What follows belongs to an exercise in optimizing a design on an open flow for a short achievable clock period and few clock cycles per item; a production flow would make more cautious choices. The RTL was checked by simulation tests, not by an equivalence proof against the original design. No activity file was given, so power comes from the tool's default toggle rates.

==> design/flow/design.v <==
`timescale 1ns / 1ps
`default_nettype none
package lrs_pkg;
    localparam int LRS_INDEX_BITS = 32;
    localparam int LRS_COUNT_W    = 48;
    localparam int LRS_UNIT_W     = 16;
    localparam int LRS_TOTAL_W    = 32;
    localparam int LRS_LIMIT_W    = LRS_COUNT_W + 1;
    localparam logic [LRS_UNIT_W-1:0] LRS_UNIT_RESET = LRS_UNIT_W'(100);
endpackage
`default_nettype wire
`timescale 1ns / 1ps
`default_nettype none
import lrs_pkg::*;
module lrs_luby_unit #(
    parameter int INDEX_BITS = 32,
    parameter int SEQ_W      = 6,
    parameter int GAP_W      = LRS_UNIT_W + INDEX_BITS - 1
) (
    input  wire logic                  clk,
    input  wire logic                  rst_n,
    input  wire logic [LRS_UNIT_W-1:0] unit,
    input  wire logic                  reload,    
    input  wire logic                  advance,   
    input  wire logic                  last,      
    output logic [GAP_W-1:0]           gap0,
    output logic [GAP_W-1:0]           gap1
);
    logic [INDEX_BITS-1:0] u_reg;     
    logic [INDEX_BITS-1:0] v_reg;     
    logic [SEQ_W-1:0]      e0_reg;    
    logic [SEQ_W-1:0]      e1_reg;    
    logic [GAP_W-1:0]      gap0_reg;
    logic [GAP_W-1:0]      gap1_reg;
    logic                  wrap;
    assign wrap = |(u_reg & v_reg);
    always_ff @(posedge clk or negedge rst_n)
    begin
        if (!rst_n)
        begin
            u_reg    <= INDEX_BITS'(2);
            v_reg    <= INDEX_BITS'(1);
            e0_reg   <= '0;
            e1_reg   <= '0;
            gap0_reg <= GAP_W'(LRS_UNIT_RESET);
            gap1_reg <= GAP_W'(LRS_UNIT_RESET);
        end
        else if (reload)
        begin
            gap0_reg <= GAP_W'(unit) << e0_reg;
            gap1_reg <= GAP_W'(unit) << e1_reg;
        end
        else if (advance)
        begin
            gap0_reg <= gap1_reg;
            e0_reg   <= e1_reg;
            if (!last)
            begin
                if (wrap)
                begin
                    u_reg    <= u_reg + INDEX_BITS'(1);
                    v_reg    <= INDEX_BITS'(1);
                    e1_reg   <= '0;
                    gap1_reg <= GAP_W'(unit);
                end
                else
                begin
                    v_reg    <= {v_reg[INDEX_BITS-2:0], 1'b0};
                    e1_reg   <= e1_reg + SEQ_W'(1);
                    gap1_reg <= {gap1_reg[GAP_W-2:0], 1'b0};
                end
            end
        end
    end
    assign gap0 = gap0_reg;
    assign gap1 = gap1_reg;
endmodule
`default_nettype wire
`timescale 1ns / 1ps
`default_nettype none
import lrs_pkg::*;
module luby_restart_scheduler #(
    parameter int INDEX_BITS = lrs_pkg::LRS_INDEX_BITS
) (
    input  wire logic                              clk,
    input  wire logic                              rst_n,
    input  wire logic                              cfg_wr_en,
    input  wire logic [lrs_pkg::LRS_UNIT_W-1:0]    cfg_wr_data,
    input  wire logic                              in_valid,
    output logic                                   in_ready,
    input  wire logic [lrs_pkg::LRS_COUNT_W-1:0]   conflict_count,
    output logic                                   out_valid,
    input  wire logic                              out_ready,
    output logic                                   restart,
    output logic [lrs_pkg::LRS_TOTAL_W-1:0]        restart_total
);
    localparam int SEQ_W = $clog2(INDEX_BITS);
    localparam int GAP_W = LRS_UNIT_W + INDEX_BITS - 1;
    localparam int QD    = 4;
    logic [LRS_UNIT_W-1:0]  unit_reg;
    logic                   reload_reg;
    logic                   in_ready_reg;
    logic [2:0]             occ_reg;
    logic [LRS_COUNT_W-1:0] a_count;
    logic                   a_valid;
    logic [LRS_LIMIT_W-1:0] b_sum0;      
    logic [LRS_LIMIT_W-1:0] b_sum1;      
    logic                   b_gt_lim;    
    logic                   b_gt_prev;   
    logic                   b_valid;
    logic                   prev_fire;   
    logic [LRS_LIMIT_W-1:0] limit_reg;
    logic [INDEX_BITS-1:0]  total_reg;   
    logic [QD-1:0]          q_valid;
    logic [QD-1:0]          q_fire;
    logic [INDEX_BITS-1:0]  q_total [QD];
    logic [GAP_W-1:0]       gap0;
    logic [GAP_W-1:0]       gap1;
    logic                   accept;
    logic                   take;
    logic                   fire;
    logic [LRS_LIMIT_W-1:0] b_sum;
    logic                   total_max;
    logic                   total_last;
    logic [INDEX_BITS-1:0]  total_next;
    assign accept = in_valid && in_ready_reg;
    assign take   = q_valid[0] && out_ready;
    always_ff @(posedge clk or negedge rst_n)
    begin
        if (!rst_n)
        begin
            unit_reg     <= LRS_UNIT_RESET;
            reload_reg   <= 1'b0;
            in_ready_reg <= 1'b1;
            occ_reg      <= '0;
            a_valid      <= 1'b0;
        end
        else
        begin
            if (cfg_wr_en)
                unit_reg <= cfg_wr_data;
            reload_reg <= cfg_wr_en;
            occ_reg    <= occ_reg + 3'(accept) - 3'(take);
            if (accept && !take)
                in_ready_reg <= occ_reg < 3'(QD - 1);
            else if (!accept && take)
                in_ready_reg <= 1'b1;
            else
                in_ready_reg <= occ_reg < 3'(QD);
            a_valid <= accept;
        end
    end
    always_ff @(posedge clk)
        a_count <= conflict_count;
    always_ff @(posedge clk)
    begin
        b_sum0    <= {1'b0, a_count} + LRS_LIMIT_W'(gap0);
        b_sum1    <= {1'b0, a_count} + LRS_LIMIT_W'(gap1);
        b_gt_lim  <= {1'b0, a_count} > limit_reg;
        b_gt_prev <= prev_fire ? ({1'b0, a_count} > b_sum1)
                               : ({1'b0, a_count} > b_sum0);
    end
    assign fire       = b_valid && (prev_fire ? b_gt_prev : b_gt_lim);
    assign b_sum      = prev_fire ? b_sum1 : b_sum0;
    assign total_max  = &total_reg;
    assign total_last = total_reg == {{(INDEX_BITS-1){1'b1}}, 1'b0};
    assign total_next = (fire && !total_max) ? total_reg + INDEX_BITS'(1) : total_reg;
    always_ff @(posedge clk or negedge rst_n)
    begin
        if (!rst_n)
        begin
            b_valid   <= 1'b0;
            prev_fire <= 1'b0;
            limit_reg <= '0;
            total_reg <= '0;
        end
        else
        begin
            b_valid   <= a_valid;
            prev_fire <= fire;
            if (fire)
                limit_reg <= b_sum;
            total_reg <= total_next;
        end
    end
    lrs_luby_unit #(
        .INDEX_BITS (INDEX_BITS),
        .SEQ_W      (SEQ_W),
        .GAP_W      (GAP_W)
    ) u_luby (
        .clk     (clk),
        .rst_n   (rst_n),
        .unit    (unit_reg),
        .reload  (reload_reg),
        .advance (fire && !total_max),
        .last    (total_last),
        .gap0    (gap0),
        .gap1    (gap1)
    );
    logic [QD:0]           s_valid;
    logic [QD:0]           s_fire;
    logic [INDEX_BITS-1:0] s_total [QD+1];
    logic [QD-1:0]         wr;
    always_comb
    begin
        for (int i = 0; i < QD; i++)
        begin
            if (take && i < QD - 1)
            begin
                s_valid[i] = q_valid[i+1];
                s_fire[i]  = q_fire[i+1];
                s_total[i] = q_total[i+1];
            end
            else
            begin
                s_valid[i] = take ? 1'b0 : q_valid[i];
                s_fire[i]  = q_fire[i];
                s_total[i] = q_total[i];
            end
        end
        s_valid[QD] = 1'b0;
        s_fire[QD]  = 1'b0;
        s_total[QD] = '0;
        for (int i = 0; i < QD; i++)
            wr[i] = b_valid && !s_valid[i] && (i == 0 || s_valid[i-1]);
    end
    always_ff @(posedge clk or negedge rst_n)
    begin
        if (!rst_n)
            q_valid <= '0;
        else
            for (int i = 0; i < QD; i++)
                q_valid[i] <= s_valid[i] || wr[i];
    end
    always_ff @(posedge clk)
    begin
        for (int i = 0; i < QD; i++)
        begin
            q_fire[i]  <= wr[i] ? fire : s_fire[i];
            q_total[i] <= wr[i] ? total_next : s_total[i];
        end
    end
    assign in_ready      = in_ready_reg;
    assign out_valid     = q_valid[0];
    assign restart       = q_fire[0];
    assign restart_total = LRS_TOTAL_W'(q_total[0]);
endmodule
`default_nettype wire
==> design/flow/run.sh <==
#!/bin/bash
# synth_recipe.tcl (not shown) runs the flow's synth.tcl, then flattens the netlist and writes it again
# the make line also repeats each setting of config.mk as NAME=value (left out here)
make -C /OpenROAD-flow-scripts/flow DESIGN_CONFIG=/design/flow/config.mk WORK_HOME=/design/flow/orfs CLKGATE_MAP_FILE= SYNTH_SCRIPT=/design/flow/synth_recipe.tcl finish
==> design/flow/config.mk <==
export PLATFORM = sky130hd
export DESIGN_NAME = luby_restart_scheduler
export DESIGN_NICKNAME = luby_restart_scheduler
export VERILOG_FILES = /design/flow/design.v
export SDC_FILE = /design/flow/constraint.sdc
export NUM_CORES = 4
export LEC_CHECK = 0
export CAP_MARGIN = 20
export CORE_MARGIN = 2
export CORE_UTILIZATION = 40
export SLEW_MARGIN = 20
==> design/flow/constraint.sdc <==
create_clock -name core_clock -period 5.0 [get_ports {clk}]
set_input_delay 1.0000 -clock core_clock [delete_from_list [all_inputs] [get_ports {clk}]]
set_output_delay 1.0000 -clock core_clock [all_outputs]
set_load 0.01 [all_outputs]
==> results.yml, run 1 <==
status:
  status: "no timing/DRC/antenna violations"
timing:
  finalWorstSetupSlack_ps: 1541
  finalHoldWorstSlack_ps: 352.4
  worst-slew-pin-transition_ps: 1021
  max_freq_mhz: 289.1
  rsz_0062_raised_after_global_routing: "false"
  finClkSkew_ps: 33.15
  report.final.hold_viol_count: 0
  timing.slew.headroom_pct: 31.96
  maxSlewViolCount: 0
  finalCriticalPeriod_ps: 3459
  setup_viol: 0
  finalCritPeriodShare_pct: 69.18
  tns_ps: 0
clock_network:
  cts_root_buf: "clkbuf_16"
  cts_made_buffers: 66
  clock_latency_ps: 640
  ctsHtreeMaxLevel: 3
  clk_path_buf_depth: 3
  hold_buffers: 0
  tritoncts: "done"
  clock-sinks: 557
  cts-resized-gates: 0
  cts_post_setup_buffers_inserted: 0
  clkSlewWorstSetupHoldPaths_ps: 60
worst_setup_path:
  critPathLaunchType: "flip-flop"
  critPathLaunch: "u_luby.gap1_reg[0]$_DFFE_PN0P_"
  worst_r2r_endpoint: "b_sum1[42]$_DFF_P_"
  crit_arrival_ps: 4010
  regToRegStartpoint: "u_luby.gap1_reg[0]$_DFFE_PN0P_"
  cp.required_ps: 5550
  critical-path-top-cell-by-count: "a21oi_1"
  critical_path_cell_sequence: "ha_1 -> fa_1 -> a21o_1 -> a21oi_1 -> o21ai_0 -> a21oi_1 -> o31ai_1 -> a2bb2oi_1 -> a21boi_1 -> a31oi_1 -> xnor2_1"
  worst-setup-path-type: "flip-flop to flip-flop"
  rrSetupSlack_ps: 1540
  path_max_fanout: 4
  slowest_delay_ps: 430
  timing.critical_path.to: "b_sum1[42]$_DFF_P_"
  reg2regPathDepth: 11
  capturing_element_type_of_the_critical_path: "flip-flop"
  cp_slowest_cell: "dfrtp_1"
power_and_ir_drop:
  peakVddDrop_mv: 0.2755
  p_int_mw: 12.17
  power.clock.fraction_pct: 24.9
  seqPwrFrac_pct: 36.7
  p_leak_nw: 15.99
  power.share.switching_pct: 38.60
  switchingPower_mw: 7.655
  cellPowerDensity_nw_per_um2: 563.0
  power.share.combinational_pct: 38.4
route:
  num_vias: 23620
  drt-pass1-iter-count: 5
  wirelength_um: 82380
  detail_route.vias_per_cell: 5.400
  drtIter0Drc: 1887
  final_antenna_net_count: 0
  wire_per_inst_um: 18.84
  drc: 0
hold_path:
  timing.hold.worst.class: "flip-flop to flip-flop"
synth:
  yosys_register_bits: 557
  syn-num-nets: 3550
  synth_mux_area_share_pct: 5.646
  yosys.area_share.xor_xnor_pct: 4.120
  post_synth_fa_ha_maj_area_fraction_pct: 10.12
  synth_compound_area_share_pct: 17.76
  synthSimpleGateAreaFrac_pct: 12.93
  synth.top_cells.by_area: "dfrtp_1 21%, edfxtp_1 13%, ha_1 9.9%"
  avgSynthCellArea_um2: 9.593
  warnings_synthesis: 7
  netlist_instances: 3232
  post_synthesis_cell_type_with_the_largest_combined_area: "dfrtp_1"
  synth_top_family_by_area: "compound AO/OA/AOI/OAI gates"
  synthTopCellsByCount: "400 x nand2_1, 312 x o21ai_0, 265 x dfrtp_1"
  yosysSeqAreaShare_pct: 44.75
  yosysMostFrequentCell: "nand2_1"
  synth_top_area_share_pct: 21.39
  ys_async_sr_fraction_pct: 49.73
  synth_top_flop_cell: "dfrtp_1"
  synth_cell_type_count: 99
  synth.cell_area_um2: 31000
  synth-edff-count: 132
grt:
  gr-usage-all-layers_pct: 20.87
  grt_overflow_total: 0
  vias_in_the_first_global_route: 22790
  grt_pass1_wl_um: 130100
  grt_start_max_net_pins: 108
  grt_antenna_before_repair: 0
final_layout:
  drive_gt1_share_pct: 7.111
  nNetsFinal: 3597
  top_register: "q_total"
  num_antenna_cells: 0
  largest_register_ffs: 128
  finish.instance_area_um2: 35220
  ff_latch_area_um2: 13880
  postLayoutCoreUtil_pct: 45.69
  synthToLayoutAreaGrowth_pct: 13.59
  nFillCells: 7435
  multi_input_comb_area_um2: 15730
floorplan:
  effective_utilization_at_floorplan_pct: 40.22
  placementRows: 102
  floorplan.die_area_um2: 79760
  io_pins: 104
  overall_die_height_um: 282.4
  core-area_um2: 77080
  die_x_um: 282.4
placement:
  detailed_place_hpwl_um: 61610
  placement.io_buffers: 103
  placement.cell_area_um2: 32930
  gp_congestion: 0.8943
  dp_slack_ps: 1357
flow_run:
  maxCapViolCount: 0
==> worst max-delay path, delay by kind of cell, from the launching register on <==
kind | cells | cell delay [ps]
xor+xnor | 1 | 140
flops | 1 | 430
fa+ha+maj | 2 | 630
compound gates | 8 | 2180
==> power groups by stage <==
stage	sequential [mW]	combinational, mW	clock (mW)
final	7.28	7.62	4.93
after global routing	7.44	8.60	5.25
after CTS	7.27	7.59	5.06
after detailed placement	7.35	7.54	0
after global placement	7.33	7.47	0
after floorplan	6.86	5.63	0
==> per-layer routing <==
metal / wire length [um] / track usage, % / part of all wire [%] / up-vias
li1: - / - / - / 11660
met1: 40020 / 30.52 / 49 / 11240
met2: 35330 / 31.40 / 43 / 599
met3: 4973 / 3.444 / 6.0 / 122
met4: 2061 / 6.580 / 2.5 / 0
met5: 0 / 0 / 0 / -
==> how the worst min path moves through the flow <==
stage,startpoint,end,slack (ps),depth (start not counted)
floorplan,a_valid$_DFF_PN0_,b_valid$_DFF_PN0_,330,0
global placement,a_valid$_DFF_PN0_,b_valid$_DFF_PN0_,340,0
detailed placement,a_valid$_DFF_PN0_,b_valid$_DFF_PN0_,340,0
CTS,a_valid$_DFF_PN0_,b_valid$_DFF_PN0_,360,0
global route,a_valid$_DFF_PN0_,b_valid$_DFF_PN0_,380,0
finish,a_valid$_DFF_PN0_,b_valid$_DFF_PN0_,350,0
==> cell type report <==
type / count / area share (%)
well taps: 1040 / 3.695
flip-flops and latches: 557 / 39.40
multi-input cells: 2314 / 44.68
repair buffers: 130 / 3.620
inverters: 210 / 2.238
clock buffers: 97 / 5.404
clock inverters: 25 / 0.9628
==> logic make-up after synthesis <==
logic type,count (synthesis)
buffers and inverters,361
XOR/XNOR,145
flip-flops,557
AND/OR/NAND/NOR,867
multiplexers,165
adder cells (fa/ha/maj),249
AO/OA/AOI/OAI,888
==> layout by cell type (no fill, tap or decap), types with 9 or more instances in the layout <==
| cell type | n |
|---|---|
| o21bai_1 | 17 |
| o22ai_1 | 52 |
| dfxtp_1 | 148 |
| inv_1 | 207 |
| xnor2_1 | 86 |
| mux2_2 | 39 |
| nand3_1 | 57 |
| clkinv_2 | 10 |
| xor2_1 | 58 |
| o21ai_0 | 310 |
| dfstp_2 | 12 |
| mux2i_1 | 122 |
| a21oi_1 | 191 |
| nor3_1 | 28 |
| buf_4 | 24 |
| edfxtp_1 | 132 |
| nor2b_1 | 22 |
| clkbuf_16 | 67 |
| dfrtp_1 | 262 |
| o211ai_1 | 14 |
| a221oi_1 | 20 |
| nand2b_1 | 18 |
| and4_1 | 13 |
| and3_1 | 26 |
| and2_1 | 17 |
| a21o_1 | 114 |
| or3_1 | 10 |
| a22oi_1 | 16 |
| nand2_1 | 397 |
| a31oi_1 | 15 |
| ha_1 | 246 |
| o31ai_1 | 9 |
| clkdlybuf4s50_1 | 102 |
| clkbuf_8 | 11 |
| nand4_1 | 69 |
| nor2_1 | 167 |
| clkbuf_1 | 18 |
| o21a_1 | 33 |
| a211oi_1 | 14 |
==> stage by stage <==
step / cells / total power, mW
global route: 4373 / 21.29
floorplan: 3232 / 12.49
detailed placement: 4249 / 14.89
CTS: 4371 / 19.91
global placement: 4249 / 14.80
finish: 4373 / 19.83
Testbench counts, summed over its fixed seeds: cycles 22,496, items 22,400.
==> run 2: changes to the inputs <==
--- a/design/flow/design.v
+++ b/design/flow/design.v
@@ -27,19 +27,19 @@
     output logic [GAP_W-1:0]           gap1
 );
     logic [INDEX_BITS-1:0] u_reg;     
-    logic [INDEX_BITS-1:0] v_reg;     
     logic [SEQ_W-1:0]      e0_reg;    
     logic [SEQ_W-1:0]      e1_reg;    
     logic [GAP_W-1:0]      gap0_reg;
     logic [GAP_W-1:0]      gap1_reg;
-    logic                  wrap;
-    assign wrap = |(u_reg & v_reg);
+    logic                  wrap_reg;  
+    logic [INDEX_BITS-1:0] u_up;
+    assign u_up = u_reg >> 1;
     always_ff @(posedge clk or negedge rst_n)
     begin
         if (!rst_n)
         begin
             u_reg    <= INDEX_BITS'(2);
-            v_reg    <= INDEX_BITS'(1);
+            wrap_reg <= 1'b0;
             e0_reg   <= '0;
             e1_reg   <= '0;
             gap0_reg <= GAP_W'(LRS_UNIT_RESET);
@@ -56,16 +56,16 @@
             e0_reg   <= e1_reg;
             if (!last)
             begin
-                if (wrap)
+                if (wrap_reg)
                 begin
                     u_reg    <= u_reg + INDEX_BITS'(1);
-                    v_reg    <= INDEX_BITS'(1);
+                    wrap_reg <= !u_reg[0];
                     e1_reg   <= '0;
                     gap1_reg <= GAP_W'(unit);
                 end
                 else
                 begin
-                    v_reg    <= {v_reg[INDEX_BITS-2:0], 1'b0};
+                    wrap_reg <= u_up[e1_reg];
                     e1_reg   <= e1_reg + SEQ_W'(1);
                     gap1_reg <= {gap1_reg[GAP_W-2:0], 1'b0};
                 end
@@ -111,17 +111,18 @@
     logic                   prev_fire;   
     logic [LRS_LIMIT_W-1:0] limit_reg;
     logic [INDEX_BITS-1:0]  total_reg;   
+    logic                   total_max;   
+    logic                   total_last;  
+    logic                   total_pre;   
     logic [QD-1:0]          q_valid;
     logic [QD-1:0]          q_fire;
-    logic [INDEX_BITS-1:0]  q_total [QD];
+    logic [INDEX_BITS-1:0]  head_total;
     logic [GAP_W-1:0]       gap0;
     logic [GAP_W-1:0]       gap1;
     logic                   accept;
     logic                   take;
     logic                   fire;
     logic [LRS_LIMIT_W-1:0] b_sum;
-    logic                   total_max;
-    logic                   total_last;
     logic [INDEX_BITS-1:0]  total_next;
     assign accept = in_valid && in_ready_reg;
     assign take   = q_valid[0] && out_ready;
@@ -162,8 +163,6 @@
     end
     assign fire       = b_valid && (prev_fire ? b_gt_prev : b_gt_lim);
     assign b_sum      = prev_fire ? b_sum1 : b_sum0;
-    assign total_max  = &total_reg;
-    assign total_last = total_reg == {{(INDEX_BITS-1){1'b1}}, 1'b0};
     assign total_next = (fire && !total_max) ? total_reg + INDEX_BITS'(1) : total_reg;
     always_ff @(posedge clk or negedge rst_n)
     begin
@@ -171,8 +170,11 @@
         begin
             b_valid   <= 1'b0;
             prev_fire <= 1'b0;
-            limit_reg <= '0;
-            total_reg <= '0;
+            limit_reg  <= '0;
+            total_reg  <= '0;
+            total_max  <= 1'b0;
+            total_last <= 1'b0;
+            total_pre  <= 1'b0;
         end
         else
         begin
@@ -181,6 +183,12 @@
             if (fire)
                 limit_reg <= b_sum;
             total_reg <= total_next;
+            if (fire && !total_max)
+            begin
+                total_max  <= total_last;
+                total_last <= total_pre;
+                total_pre  <= total_reg == {{(INDEX_BITS-2){1'b1}}, 2'b00};
+            end
         end
     end
     lrs_luby_unit #(
@@ -199,8 +207,10 @@
     );
     logic [QD:0]           s_valid;
     logic [QD:0]           s_fire;
-    logic [INDEX_BITS-1:0] s_total [QD+1];
     logic [QD-1:0]         wr;
+    logic                  head_load;
+    logic                  head_fire;
+    logic [INDEX_BITS-1:0] head_inc;
     always_comb
     begin
         for (int i = 0; i < QD; i++)
@@ -209,40 +219,44 @@
             begin
                 s_valid[i] = q_valid[i+1];
                 s_fire[i]  = q_fire[i+1];
-                s_total[i] = q_total[i+1];
             end
             else
             begin
                 s_valid[i] = take ? 1'b0 : q_valid[i];
                 s_fire[i]  = q_fire[i];
-                s_total[i] = q_total[i];
             end
         end
         s_valid[QD] = 1'b0;
         s_fire[QD]  = 1'b0;
-        s_total[QD] = '0;
         for (int i = 0; i < QD; i++)
             wr[i] = b_valid && !s_valid[i] && (i == 0 || s_valid[i-1]);
     end
-    always_ff @(posedge clk or negedge rst_n)
-    begin
-        if (!rst_n)
-            q_valid <= '0;
+    assign head_load = (take && q_valid[1]) || wr[0];
+    assign head_fire = wr[0] ? fire : q_fire[1];
+    assign head_inc  = (&head_total) ? head_total : head_total + INDEX_BITS'(1);
+    always_ff @(posedge clk or negedge rst_n)
+    begin
+        if (!rst_n)
+        begin
+            q_valid    <= '0;
+            head_total <= '0;
+        end
         else
+        begin
             for (int i = 0; i < QD; i++)
                 q_valid[i] <= s_valid[i] || wr[i];
+            if (head_load && head_fire)
+                head_total <= head_inc;
+        end
     end
     always_ff @(posedge clk)
     begin
         for (int i = 0; i < QD; i++)
-        begin
-            q_fire[i]  <= wr[i] ? fire : s_fire[i];
-            q_total[i] <= wr[i] ? total_next : s_total[i];
-        end
+            q_fire[i] <= wr[i] ? fire : s_fire[i];
     end
     assign in_ready      = in_ready_reg;
     assign out_valid     = q_valid[0];
     assign restart       = q_fire[0];
-    assign restart_total = LRS_TOTAL_W'(q_total[0]);
+    assign restart_total = LRS_TOTAL_W'(head_total);
 endmodule
 `default_nettype wire
--- a/design/flow/config.mk
+++ b/design/flow/config.mk
@@ -5,7 +5,9 @@
 export SDC_FILE = /design/flow/constraint.sdc
 export NUM_CORES = 4
 export LEC_CHECK = 0
+export ABC_CLOCK_PERIOD_IN_PS = 2000
 export CAP_MARGIN = 20
 export CORE_MARGIN = 2
 export CORE_UTILIZATION = 40
+export SETUP_SLACK_MARGIN = 3.0
 export SLEW_MARGIN = 20
==> run 2 against run 1 <==
Effect of this change:
- design area grew 4.7%
- clock power shrank 23%
- worst hold slack lost 2.4 ps
- clock skew grew 3.4 ps
- largest power group unchanged
==> results.yml, run 2 <==
worst_setup_path:
  cp.required_ps: 5460
  capturing_element_type_of_the_critical_path: "flip-flop"
  critical_path_cell_sequence: "ha_4 -> fa_2 -> a21o_1 -> a311o_1 -> o21ai_4 -> o221ai_4 -> a31oi_4 -> o21ai_4 -> a221oi_4 -> o31ai_2 -> xor2_1"
  timing.critical_path.max_delay_family: "compound AO/OA/AOI/OAI gates"
  cp_slowest_cell: "dfrtp_1"
  reg2regPathDepth: 11
  critPathLaunchType: "flip-flop"
  worst-setup-path-type: "flip-flop to flip-flop"
  path_depth: 11
  slowest_delay_ps: 410
  critical-path-top-cell-by-count: "o21ai_4"
  path_max_fanout: 4
  critical_path.n_buffers_inverters: 0
  crit_arrival_ps: 3530
floorplan:
  floorplan.die_area_um2: 67720
  die_x_um: 260.2
  overall_die_height_um: 260.2
  core-area_um2: 64700
  io_pins: 104
  effective_utilization_at_floorplan_pct: 40.59
  placementRows: 93
hold_path:
  timing.hold.worst_path_depth: 0
  timing.hold.worst.class: "flip-flop to flip-flop"
final_layout:
  num_antenna_cells: 0
  drive_gt1_share_pct: 33.45
  most_frequent_cells_in_the_layout: "238 x dfrtp_1, 207 x nand2_1, 193 x ha_1"
  ff_latch_area_um2: 10220
  final_common_cell: "dfrtp_1"
  layout.cells.non_filler: 4149
  postLayoutCoreUtil_pct: 57.00
  nNetsFinal: 3571
  multi_input_comb_area_um2: 18480
  finish.instance_area_um2: 36880
  synthToLayoutAreaGrowth_pct: 40.42
  nFillCells: 5416
grt:
  gr-usage-all-layers_pct: 24.83
  globalRouteMet1Util_pct: 34.06
  top_usage_layer: "met2"
  grt_antenna_before_repair: 0
  grt_pass1_wl_um: 132500
  grtUsageMet3_pct: 3.275
  grt_overflow_total: 0
  globalRouteMet2Util_pct: 40.16
  grt_start_max_net_pins: 107
  vias_in_the_first_global_route: 23360
power_and_ir_drop:
  power.share.switching_pct: 41.39
  power.share.combinational_pct: 54.4
  power.clock.fraction_pct: 18.0
  p_leak_nw: 16.66
  p_int_mw: 12.30
  cellPowerDensity_nw_per_um2: 569.0
  peakVddDrop_mv: 0.2757
  post-layout-total-power_mw: 20.98
  switchingPower_mw: 8.683
  seqPwrFrac_pct: 27.6
status:
  status: "no timing/DRC/antenna violations"
synth:
  syn-num-nets: 3177
  warnings_synthesis: 5
  synth_cell_type_count: 84
  synthTopCellsByCount: "270 x dfrtp_1, 252 x nand2_1, 247 x ha_1"
  yosysMostFrequentCell: "dfrtp_1"
  yosysSeqAreaShare_pct: 38.57
  synth_mux_area_share_pct: 7.347
  synth_top_family_by_area: "compound AO/OA/AOI/OAI gates"
  netlist_instances: 2858
  ys_async_sr_fraction_pct: 64.90
  synth-edff-count: 4
  yosys.area_share.xor_xnor_pct: 6.103
  synth_compound_area_share_pct: 17.77
  synthSimpleGateAreaFrac_pct: 13.82
  yosys_register_bits: 433
  synth.top_cells.by_area: "dfrtp_1 26%, ha_1 12%, dfxtp_1 11%"
  avgSynthCellArea_um2: 9.189
  synth_top_area_share_pct: 25.73
  post_synth_fa_ha_maj_area_fraction_pct: 12.00
  post_synthesis_cell_type_with_the_largest_combined_area: "dfrtp_1"
  synth_top_flop_cell: "dfrtp_1"
  synth.cell_area_um2: 26260
timing:
  finalHoldWorstSlack_ps: 350.0
  finalWorstSetupSlack_ps: 1933
  max_freq_mhz: 326.1
  timing.slew.headroom_pct: 33.28
  finalCriticalPeriod_ps: 3067
  finClkSkew_ps: 36.52
  report.final.hold_viol_count: 0
  setup_viol: 0
  rsz_0062_raised_after_global_routing: "true"
  finalCritPeriodShare_pct: 61.33
  maxSlewViolCount: 0
  tns_ps: 0
  worst-slew-pin-transition_ps: 999.7
placement:
  dp_slack_ps: 1537
  placement.cell_area_um2: 28750
  gp_congestion: 0.9469
  place.detailed.instances: 3723
  placement.io_buffers: 103
  detailed_place_hpwl_um: 58540
route:
  drc: 0
  num_vias: 23590
  drt-pass1-iter-count: 6
  final_antenna_net_count: 0
  wire_per_inst_um: 21.39
  wirelength_um: 88750
  drtIter0Drc: 1967
  detail_route.vias_per_cell: 5.687
flow_run:
  maxCapViolCount: 0
clock_network:
  ctsHtreeMaxLevel: 2
  cts_root_buf: "clkbuf_16"
  hold_buffers: 0
  clock_latency_ps: 620
  tritoncts: "done"
  cts_made_buffers: 51
  clkSlewWorstSetupHoldPaths_ps: 60
  clock-sinks: 433
  clk_path_buf_depth: 3
[run 2: cell types whose count changed in the layout (fill, tap and decap cells not counted), moves of 33 or more]
cell,previous run,this run
o21ai_0,310,111
a21oi_1,191,155
ha_1,246,193
nor2_4,0,42
clkdlybuf4s50_1,102,64
xnor2_2,1,35
a21oi_2,3,47
nand2_1,397,207
nand2_2,1,34
buf_6,1,145
ha_4,0,40
edfxtp_1,132,4
buf_4,24,172
[run 2: worst register-to-register path, stage by stage, from the launching register on]
cell	delay, ps
dfrtp_1	410
ha_4	180
fa_2	340
a21o_1	190
a311o_1	400
o21ai_4	270
o221ai_4	180
a31oi_4	250
o21ai_4	120
a221oi_4	340
o31ai_2	100
xor2_1	150
[run 2: layout make-up]
cell class,count,share of cell area (%)
clock buffer,86,4.201
clock inverter,9,0.3665
inverter,199,2.131
multi-input combinational,2122,50.12
sequential,433,27.72
tap,855,2.901
timing repair buffer,445,12.56
[run 2: power by group through the flow]
stage	Sequential [mW]	Combinational (mW)	Clock, mW
after global placement	5.72	7.37	0
after CTS	5.72	10.0	3.85
after floorplan	5.17	5.76	0
after global routing	5.86	12.3	4.00
after detailed placement	5.76	7.50	0
final	5.78	11.4	3.78
[run 2: path summary, 6_finish.rpt]
path / start / endpoint / slack, ps
max: u_luby.gap1_reg[0]$_DFFE_PN0P_ / b_sum1[36]$_DFF_P_ / 1930
min: a_valid$_DFF_PN0_ / b_valid$_DFF_PN0_ / 350
max reg2reg: u_luby.gap1_reg[0]$_DFFE_PN0P_ / b_sum1[36]$_DFF_P_ / 1930
min reg2reg: a_valid$_DFF_PN0_ / b_valid$_DFF_PN0_ / 350
max in group asynchronous: rst_n / head_total[8]$_DFFE_PN0P_ / 3390
min in group asynchronous: rst_n / limit_reg[1]$_DFFE_PN0P_ / 450
[run 2: timing repair]
action                                  in CTS  in global routing
pin swaps                                  230                205
cloned                                      13                  8
resized for setup                          736                276
setup buffers                              220                 90
hold endpoints to repair                     0                  0
endpoints found under the setup margin     359                329
[run 2: cell families (layout without fill, tap and decap cells)]
logic type	count (synthesis)	in the layout
XOR/XNOR	183	183
buffers and inverters	305	739
flip-flops	433	433
AND/OR/NAND/NOR	777	779
AO/OA/AOI/OAI	741	741
adder cells (fa/ha/maj)	250	250
multiplexers	169	169
[run 2: layer usage]
layer / vias to the layer above / routed length, um
li1: 11040 / -
met1: 11550 / 38870
met2: 803 / 41260
met3: 203 / 5185
met4: 0 / 3435
met5: - / 0
Testbench counts of run 2, summed over its fixed seeds: cycles 22,496, items 22,400.
==> run 3: changes to the inputs <==
--- a/design/flow/config.mk
+++ b/design/flow/config.mk
@@ -5,9 +5,10 @@
 export SDC_FILE = /design/flow/constraint.sdc
 export NUM_CORES = 4
 export LEC_CHECK = 0
-export ABC_CLOCK_PERIOD_IN_PS = 2000
+export ABC_CLOCK_PERIOD_IN_PS = 2400
 export CAP_MARGIN = 20
 export CORE_MARGIN = 2
 export CORE_UTILIZATION = 40
-export SETUP_SLACK_MARGIN = 3.0
+export GPL_TIMING_DRIVEN = 1
+export SETUP_SLACK_MARGIN = 2.6
 export SLEW_MARGIN = 20
==> run 3 against run 2 <==
Effect of this change:
- power decreased by 10%
- utilization decreased by 5.8 points
- synthesized cell count unchanged
- register-to-register slack improved by 50 ps
- synthesized area unchanged
- clock skew decreased by 2.9 ps
- setup slack improved by 48 ps
- largest cell class unchanged
- largest power group unchanged
==> results.yml, run 3 <==
synth:
  post_synthesis_cell_type_with_the_largest_combined_area: "dfrtp_1"
  synth.cell_area_um2: 26260
  synth.top_cells.by_area: "dfrtp_1 26%, ha_1 12%, dfxtp_1 11%"
  ys_async_sr_fraction_pct: 64.90
  synth_top_flop_cell: "dfrtp_1"
  synth-edff-count: 4
  yosysSeqAreaShare_pct: 38.57
  synth_top_area_share_pct: 25.73
  synth_cell_type_count: 84
  netlist_instances: 2858
  syn-num-nets: 3177
  avgSynthCellArea_um2: 9.189
  synthTopCellsByCount: "270 x dfrtp_1, 252 x nand2_1, 247 x ha_1"
  yosys_register_bits: 433
  warnings_synthesis: 5
  yosysMostFrequentCell: "dfrtp_1"
final_layout:
  layout.cells.non_filler: 3974
  most_frequent_cells_in_the_layout: "243 x nand2_1, 242 x dfrtp_1, 203 x nor2_1"
  nFillCells: 5857
  final_common_cell: "nand2_1"
  finish.instance_area_um2: 33140
  multi_input_comb_area_um2: 16880
  drive_gt1_share_pct: 20.55
  synthToLayoutAreaGrowth_pct: 26.21
  nNetsFinal: 3398
  num_antenna_cells: 0
  ff_latch_area_um2: 10210
route:
  final_antenna_net_count: 0
  num_vias: 22540
  detail_route.vias_per_cell: 5.673
  drtIter0Drc: 1652
  drt-pass1-iter-count: 6
  wire_per_inst_um: 20.39
  drc: 0
  wirelength_um: 81050
timing:
  finClkSkew_ps: 33.65
  worst-slew-pin-transition_ps: 1009
  finalHoldWorstSlack_ps: 351.9
  report.final.hold_viol_count: 0
  finalCritPeriodShare_pct: 60.38
  timing.slew.headroom_pct: 32.75
  maxSlewViolCount: 0
  tns_ps: 0
  finalCriticalPeriod_ps: 3019
  max_freq_mhz: 331.3
  rsz_0062_raised_after_global_routing: "true"
  setup_viol: 0
grt:
  gr-usage-all-layers_pct: 23.52
  grt_antenna_before_repair: 0
  grt_pass1_wl_um: 126500
  grt_start_max_net_pins: 121
  vias_in_the_first_global_route: 22370
  grt_overflow_total: 0
clock_network:
  ctsHtreeMaxLevel: 2
  hold_buffers: 0
  tritoncts: "done"
  clkSlewWorstSetupHoldPaths_ps: 60
  cts_made_buffers: 50
  clock-sinks: 433
  clk_path_buf_depth: 3
  clock_latency_ps: 630
  cts_root_buf: "clkbuf_16"
worst_setup_path:
  path_max_fanout: 8
  worst-setup-path-type: "flip-flop to flip-flop"
  timing.critical_path.to: "b_sum1[45]$_DFF_P_"
  rrSetupSlack_ps: 1980
  worst_r2r_endpoint: "b_sum1[45]$_DFF_P_"
  regToRegStartpoint: "u_luby.gap1_reg[20]$_DFFE_PN0P_"
  crit_arrival_ps: 3540
  reg2regPathDepth: 10
  cp.required_ps: 5520
  capturing_element_type_of_the_critical_path: "flip-flop"
  critPathLaunch: "u_luby.gap1_reg[20]$_DFFE_PN0P_"
  critPathLaunchType: "flip-flop"
placement:
  place.detailed.instances: 3728
  placement.io_buffers: 103
  placement.cell_area_um2: 28380
  detailed_place_hpwl_um: 58360
  gp_congestion: 0.9501
floorplan:
  placementRows: 93
  die_x_um: 260.2
  io_pins: 104
  floorplan.die_area_um2: 67720
  overall_die_height_um: 260.2
  effective_utilization_at_floorplan_pct: 40.59
  core-area_um2: 64700
status:
  status: "no timing/DRC/antenna violations"
power_and_ir_drop:
  cellPowerDensity_nw_per_um2: 567.6
  peakVddDrop_mv: 0.2900
  p_leak_nw: 15.02
hold_path:
  timing.hold.worst.class: "flip-flop to flip-flop"
  hp-start: "a_valid$_DFF_PN0_"
flow_run:
  maxCapViolCount: 0
run 3: worst max-delay path, stage by stage (launching register included):
cell and delay [ps]:
dfrtp_1 580, ha_2 440, a21oi_1 270, o21ai_1 140, nand2_1 110, and4_1 240, o21ai_1 110, o31a_1 290
o31a_1 300, o31a_1 260, o211ai_1 190
run 3: kinds of logic (layout without fill, tap and decap cells):
logic type	after synthesis	count (layout)	synth area share, %
mux	169	169	7.347
flops	433	433	38.57
simple gates	777	778	13.82
fa+ha+maj	250	250	12.00
buf+inv	305	565	4.393
xor+xnor	183	183	6.103
compound gates	741	741	17.77
run 3: how the worst min path moves through the flow:
stage | to | slack, ps | cells past startpoint
global placement | b_valid$_DFF_PN0_ | 330 | 0
finish | b_valid$_DFF_PN0_ | 350 | 0
floorplan | b_valid$_DFF_PN0_ | 330 | 0
CTS | b_valid$_DFF_PN0_ | 360 | 0
detailed placement | b_valid$_DFF_PN0_ | 340 | 0
global route | b_valid$_DFF_PN0_ | 370 | 0
run 3: what timing repair did:
| item | in CTS | in global routing |
|---|---|---|
| resized for setup | 279 | 191 |
| setup buffers | 91 | 61 |
| cloned | 2 | 0 |
| pin swaps | 73 | 99 |
| endpoints found under the setup margin | 329 | 207 |
run 3: report_power, final:
part	switching (mW)	total, mW	internal, mW
Combinational	5.18	9.41	4.23
Clock	1.53	3.68	2.15
Sequential	1.14	5.72	4.58
run 3: per-layer routing:
layer  wire (um)  track usage, %  up-vias
met5           0               0        -
met4        2714           8.587        0
met3        4585           3.489      134
met2       37220           37.46      658
met1       36530           32.39    11060
li1            -               -    10690
run 3: layout make-up:
class | instances | share of cell area, %
clock buffer | 80 | 4.387
clock inverter | 12 | 0.5927
tap | 855 | 3.228
inverter | 199 | 2.291
timing repair buffer | 274 | 7.765
multi-input combinational | 2121 | 50.94
sequential | 433 | 30.79
run 3: through the flow:
step,power (mW),worst slack [ps],util [%]
2_1_floorplan,10.74,2269,-
3_3_place_gp,12.99,1710,43.87
3_5_place_dp,13.15,1598,43.87
4_1_cts,17.92,2006,49.16
5_1_grt,20.02,1899,51.23
6_report,18.81,1981,51.23

## port drivers added, routing unchanged
The flow's constraints put no driver on any port. The routed layouts listed below were extracted and timed again, unchanged, in two steps.
Step 1 sets driving cells, clkbuf_16 on the clock port and buf_2 on the other inputs (assumed; they add their load-dependent delay and slew).
Step 2 also shifts input and output timing later by t, the mid clock arrival at the registers, as if the neighbouring blocks saw the same clock.
a / b / c = no drivers / after step 1 / after step 2; a / b = the first two.
run | shift t [ns] | setup slack, ns | worst slew at a driven data input, ns
run 1 | 0.683 | 1.541 / 1.541 / 1.361 | 0.05
run 2 | 0.657 | 1.933 / 1.933 / 1.933 | 0.06
run 3 | 0.667 | 1.981 / 1.981 / 1.981 | 0.05
After both steps setup and hold are still met in every run listed. For run 1, which loses most, drivers alone change the setup slack by 0.000 ns; drivers and shift together by -0.180 ns.
